This design comes from an exercise in tuning for small area and a short achievable clock period on the open sky130 flow, not from production work. At most, simulation tests tie the RTL to the original design; equivalence was not proved. Power is estimated from default activity; no workload was simulated.

## the reference run
==> flow/design.v <==
module mem_responder_top (
    input  logic       clk,
    input  logic       rst,
    input  logic       req,
    input  logic       we,
    input  logic [7:0] addr,
    input  logic [7:0] wdata,
    output logic [7:0] rdata,
    output logic       ack,
    output logic       err,
    output logic       busy
);
    mem_responder #(.DW(8), .AW(8), .DEPTH(200), .WAIT(2)) u_resp (
        .clk(clk), .rst(rst), .req(req), .we(we), .addr(addr), .wdata(wdata),
        .rdata(rdata), .ack(ack), .err(err), .busy(busy));
endmodule

module mem_responder #(
    parameter int DW    = 8,
    parameter int AW    = 8,
    parameter int DEPTH = 256,
    parameter int WAIT  = 2
) (
    input  logic          clk,
    input  logic          rst,
    input  logic          req,
    input  logic          we,
    input  logic [AW-1:0] addr,
    input  logic [DW-1:0] wdata,
    output logic [DW-1:0] rdata,
    output logic          ack,
    output logic          err,
    output logic          busy
);
    localparam int NR = 66;      
    localparam int NG = 5;       
    logic       busy_q, ack_q, err_q;
    logic [1:0] st_q;            
    logic          wr_q, inr_q;
    logic [2:0]    tp_q;         
    logic          w1_q;         
    logic [15:0]   lo_q;
    logic [NG-1:0] gr_q;
    logic [2:0]    xr_q;
    logic [DW-1:0] wdata_q;
    logic [DW-1:0] rdata_q;
    logic [2:0] ph_q;            
    logic       ph2_q;
    logic       wp1_q, pre_q;
    logic [DW-1:0] s0 [NR];      
    logic [DW-1:0] s1 [NR];
    logic [DW-1:0] s2 [NR];
    logic [DW-1:0] t0;           
    logic [DW-1:0] t1;
    logic [DW-1:0] grp_q [NG];
    logic          a_hi, a_inr;
    logic [1:0]    a_word;
    logic [2:0]    a_tp;
    logic [15:0]   a_lo;
    logic [NG-1:0] a_gr;
    logic [2:0]    a_xr;
    assign a_hi  = (addr[7:6] == 2'b11);
    assign a_inr = !a_hi || (addr[5:3] == 3'd0);
    always_comb begin
        for (int i = 0; i < 16; i++) a_lo[i] = (addr[3:0] == 4'(i));
        for (int g = 0; g < 4; g++) a_gr[g] = !a_hi && (addr[5:4] == 2'(g));
        a_gr[4] = a_hi && (addr[5:3] == 3'd0);
        a_xr[0] = (addr[2:0] == 3'd0) || (addr[2:0] == 3'd1) || (addr[2:0] == 3'd2);
        a_xr[1] = (addr[2:0] == 3'd3) || (addr[2:0] == 3'd4) || (addr[2:0] == 3'd5);
        a_xr[2] = (addr[2:0] == 3'd6) || (addr[2:0] == 3'd7);
        if (!a_hi) a_word = addr[7:6];
        else case (addr[2:0])
            3'd0, 3'd3, 3'd6: a_word = 2'd0;
            3'd1, 3'd4, 3'd7: a_word = 2'd1;
            default:          a_word = 2'd2;
        endcase
        case (a_word)
            2'd0:    a_tp = 3'b100;
            2'd1:    a_tp = 3'b010;
            default: a_tp = 3'b001;
        endcase
    end
    logic          stage2, accessing, commit, win, preset;
    logic          at_tap_q, at_next_q;    
    logic          is2_q;                  
    logic [15:0]   lo_sel;
    logic [2:0]    xr_sel;
    logic [NR:0]   rsel;
    logic [DW-1:0] rd;
    for (genvar r = 0; r < 64; r++) begin : g_sel
        assign rsel[r] = gr_q[r / 16] && lo_q[r % 16];
    end
    assign rsel[64] = gr_q[4] && xr_q[0];
    assign rsel[65] = gr_q[4] && xr_q[1];
    assign rsel[66] = gr_q[4] && xr_q[2];
    assign stage2    = busy_q && !ack_q && (st_q == 2'd2);
    assign accessing = busy_q && !ack_q && (st_q == 2'd3);
    assign commit    = accessing && !rst && wr_q;
    assign win       = ((stage2 || accessing) && !rst) || wp1_q;
    assign preset    = wr_q && at_tap_q && win;
    assign lo_sel = busy_q ? lo_q : a_lo;
    assign xr_sel = busy_q ? xr_q : a_xr;
    logic [DW-1:0] grp_d [NG];
    always_comb begin
        for (int g = 0; g < 4; g++) begin
            grp_d[g] = '0;
            for (int i = 0; i < 16; i++)
                if (lo_sel[i]) grp_d[g] = grp_d[g] | s2[16 * g + i];
        end
        grp_d[4] = '0;
        for (int i = 0; i < 2; i++)
            if (xr_sel[i]) grp_d[4] = grp_d[4] | s2[64 + i];
        if (xr_sel[2]) grp_d[4] = grp_d[4] | t1;
    end
    always_comb begin
        rd = '0;
        for (int g = 0; g < NG; g++)
            if (gr_q[g]) rd = rd | grp_q[g];
    end
    logic restore;
    logic [DW-1:0] setd [NG];
    assign restore = accessing && rst;
    always_comb
        for (int g = 0; g < NG; g++) setd[g] = restore ? grp_q[g] : wdata_q;
    logic [2:0] ph_d, tp_d;
    logic       ph2_d, w1_d, is2_d;
    assign ph_d  = {ph_q[1], ph_q[0], !(ph_q[1] || ph_q[0])};
    assign ph2_d = !ph2_q;
    assign tp_d  = busy_q ? tp_q : a_tp;
    assign w1_d  = busy_q ? w1_q : a_word[0];
    assign is2_d = busy_q ? is2_q : (a_gr[4] && a_xr[2]);
    always_ff @(posedge clk) begin
        at_tap_q  <= is2_d ? (w1_d ^ ph2_d) : |(tp_d & ph_d);
        at_next_q <= is2_d ? !(w1_d ^ ph2_d) : |({tp_d[1:0], tp_d[2]} & ph_d);
        ph_q  <= ph_d;
        ph2_q <= !ph2_q;
        wp1_q <= commit;
        pre_q <= preset;
        for (int g = 0; g < NG; g++) grp_q[g] <= grp_d[g];
    end
    always_ff @(posedge clk) begin
        if (rst) begin
            busy_q <= 1'b0;
            ack_q  <= 1'b0;
            err_q  <= 1'b0;
            st_q   <= 2'd0;
        end else if (!busy_q) begin
            if (req) begin
                busy_q <= 1'b1;
                st_q   <= 2'd1;
            end
        end else if (!ack_q) begin
            if (st_q == 2'd3) begin
                ack_q <= 1'b1;
                err_q <= !inr_q;
                st_q  <= 2'd0;
            end else begin
                st_q <= st_q + 2'd1;
            end
        end else if (!req) begin
            busy_q <= 1'b0;
            ack_q  <= 1'b0;
            err_q  <= 1'b0;
        end
    end
    always_ff @(posedge clk) begin
        if (!busy_q) begin
            wr_q    <= we && a_inr;
            inr_q   <= a_inr;
            tp_q    <= a_tp;
            w1_q    <= a_word[0];
            is2_q   <= a_gr[4] && a_xr[2];
            lo_q    <= a_lo;
            gr_q    <= a_gr;
            xr_q    <= a_xr;
            wdata_q <= wdata;
        end
    end
    always_ff @(posedge clk) begin
        if (!ack_q && at_next_q) rdata_q <= rd;
    end
    for (genvar r = 0; r < NR; r++) begin : g_ring
        always_ff @(posedge clk) begin
            s0[r] <= ~(s2[r] | {DW{preset && rsel[r]}});
            s1[r] <= ~(s0[r] | ({DW{pre_q && rsel[r]}} & ~setd[r < 64 ? r / 16 : 4]));
            s2[r] <= s1[r];
        end
    end
    always_ff @(posedge clk) begin
        t0 <= ~(t1 | {DW{preset && rsel[NR]}});
        t1 <= ~(t0 | ({DW{pre_q && rsel[NR]}} & ~setd[4]));
    end
    assign rdata = rdata_q;
    assign ack   = ack_q;
    assign err   = err_q;
    assign busy  = busy_q;
endmodule
==> flow/config.mk <==
export PLATFORM = sky130hd
export DESIGN_NAME = mem_responder_top
export DESIGN_NICKNAME = mem_responder_top
export VERILOG_FILES = /design/flow/design.v
export SDC_FILE = /design/flow/constraint.sdc
export NUM_CORES = 4
export LEC_CHECK = 0
export ABC_CLOCK_PERIOD_IN_PS = 2200
export CAP_MARGIN = 20
export CORE_MARGIN = 2
export CORE_UTILIZATION = 50
export CTS_BUF_LIST = sky130_fd_sc_hd__clkbuf_8
export CTS_CLUSTER_DIAMETER = 50
export CTS_CLUSTER_SIZE = 10
export SETUP_SLACK_MARGIN = 2.3
export SLEW_MARGIN = 20
export TNS_END_PERCENT = 10
==> flow/constraint.sdc <==
create_clock -name core_clock -period 4.5 [get_ports {clk}]
set_input_delay 0.9000 -clock core_clock [delete_from_list [all_inputs] [get_ports {clk}]]
set_output_delay 0.9000 -clock core_clock [all_outputs]
set_load 0.01 [all_outputs]
standard.sh (not shown) runs the stock make flow with config.mk's settings and CLKGATE_MAP_FILE= SYNTH_SCRIPT=/design/flow/synth_recipe.tcl, a recipe that flattens the netlist after the stock synthesis.
==> flow/flow/run.sh <==
#!/bin/bash
# Standard ORFS layout (the standard.sh), with the port buffers made of buf_4 cells
# instead of whatever buffer_ports picks by default (it has been picking delay cells).
set -euo pipefail
bash standard.sh finish 'BUFFER_PORTS_ARGS=-buffer_cell sky130_fd_sc_hd__buf_4' > make_finish.log 2>&1
Input-level comparison between the trial run and the reference run:
--- a/flow/design.v
+++ b/flow/design.v
@@ -43,13 +43,14 @@
     logic [NG-1:0] gr_q;
     logic [2:0]    xr_q;
     logic [DW-1:0] wdata_q;
     logic [DW-1:0] rdata_q;
     logic [2:0] ph_q;            
     logic       ph2_q;
-    logic       wp1_q, pre_q;
+    logic          wp1_q;
+    logic [NG-1:0] preg_q;       
     logic [DW-1:0] s0 [NR];      
     logic [DW-1:0] s1 [NR];
     logic [DW-1:0] s2 [NR];
     logic [DW-1:0] t0;           
     logic [DW-1:0] t1;
     logic [DW-1:0] grp_q [NG];
@@ -84,18 +85,21 @@
     logic          at_tap_q, at_next_q;    
     logic          is2_q;                  
     logic [15:0]   lo_sel;
     logic [2:0]    xr_sel;
     logic [NR:0]   rsel;
     logic [DW-1:0] rd;
+    logic [NR:0]   sset;
     for (genvar r = 0; r < 64; r++) begin : g_sel
         assign rsel[r] = gr_q[r / 16] && lo_q[r % 16];
-    end
-    assign rsel[64] = gr_q[4] && xr_q[0];
-    assign rsel[65] = gr_q[4] && xr_q[1];
-    assign rsel[66] = gr_q[4] && xr_q[2];
+        assign sset[r] = preg_q[r / 16] && lo_q[r % 16];
+    end
+    for (genvar r = 64; r <= NR; r++) begin : g_selx
+        assign rsel[r] = gr_q[4] && xr_q[r - 64];
+        assign sset[r] = preg_q[4] && xr_q[r - 64];
+    end
     assign stage2    = busy_q && !ack_q && (st_q == 2'd2);
     assign accessing = busy_q && !ack_q && (st_q == 2'd3);
     assign commit    = accessing && !rst && wr_q;
     assign win       = ((stage2 || accessing) && !rst) || wp1_q;
     assign preset    = wr_q && at_tap_q && win;
     assign lo_sel = busy_q ? lo_q : a_lo;
@@ -132,13 +136,13 @@
     always_ff @(posedge clk) begin
         at_tap_q  <= is2_d ? (w1_d ^ ph2_d) : |(tp_d & ph_d);
         at_next_q <= is2_d ? !(w1_d ^ ph2_d) : |({tp_d[1:0], tp_d[2]} & ph_d);
         ph_q  <= ph_d;
         ph2_q <= !ph2_q;
         wp1_q <= commit;
-        pre_q <= preset;
+        preg_q <= {NG{preset}} & gr_q;
         for (int g = 0; g < NG; g++) grp_q[g] <= grp_d[g];
     end
     always_ff @(posedge clk) begin
         if (rst) begin
             busy_q <= 1'b0;
             ack_q  <= 1'b0;
@@ -179,19 +183,19 @@
     always_ff @(posedge clk) begin
         if (!ack_q && at_next_q) rdata_q <= rd;
     end
     for (genvar r = 0; r < NR; r++) begin : g_ring
         always_ff @(posedge clk) begin
             s0[r] <= ~(s2[r] | {DW{preset && rsel[r]}});
-            s1[r] <= ~(s0[r] | ({DW{pre_q && rsel[r]}} & ~setd[r < 64 ? r / 16 : 4]));
+            s1[r] <= ~(s0[r] | ({DW{sset[r]}} & ~setd[r < 64 ? r / 16 : 4]));
             s2[r] <= s1[r];
         end
     end
     always_ff @(posedge clk) begin
         t0 <= ~(t1 | {DW{preset && rsel[NR]}});
-        t1 <= ~(t0 | ({DW{pre_q && rsel[NR]}} & ~setd[4]));
+        t1 <= ~(t0 | ({DW{sset[NR]}} & ~setd[4]));
     end
     assign rdata = rdata_q;
     assign ack   = ack_q;
     assign err   = err_q;
     assign busy  = busy_q;
 endmodule
[summary]
- The trial run: core utilization is 1.3 points higher than what the reference run reported.
- Re area after synthesis: the trial run and the reference run aren't equal, and the higher value belongs to the reference run.
- Via count: the trial run vs the reference run down 372
- Comparing the trial run and the reference run, maximum frequency is lower on the trial run.
- Taking the reference run as the reference, in the trial run filler cell count in the final layout lost 384, clock group share of total power neither gained nor lost much.
- On port buffer count, the trial run and the reference run are neck and neck.
- Post-route minimum period up 0.019 ns in the trial run wrt the reference run
- Compared with the reference run, in the trial run first-pass iteration count of the detailed router went up; placeable core area has decreased; detailed-route wire length per cell now smaller.
Function not checked in the trial run: the RTL went through the layout flow alone.

==> port drivers added, routing unchanged <==
Ports are ideal in the flow. The routed layouts listed here were re-timed in OpenROAD.
Step 1, drivers: a clkbuf_16 drives clk and a buf_2 each remaining input, both assumed.
Step 2 times the ports against the registers' clock, not the clock port: input delays grow and output delays shrink by t, the midpoint of the rising clock arrivals with the driver on.
a / b / c = no drivers / after step 1 / after step 2; a / b = the first two.
| run | shift t [ns] | setup slack, ns | worst setup path at the end | latest minus earliest clock arrival (ns) | cell pins on the clock port's net |
|---|---|---|---|---|---|
| the reference run | 0.901 | 2.056 / 1.994 / 1.549 | input to register | 0.056 / 0.056 | 1 |
| the trial run | 0.933 | 2.037 / 2.035 / 1.350 | input to register | 0.057 / 0.058 | 1 |
After both steps setup and hold are still met in every run listed. The setup slack of the trial run, which loses most, moves by -0.002 ns with the drivers and by -0.687 ns with both steps.
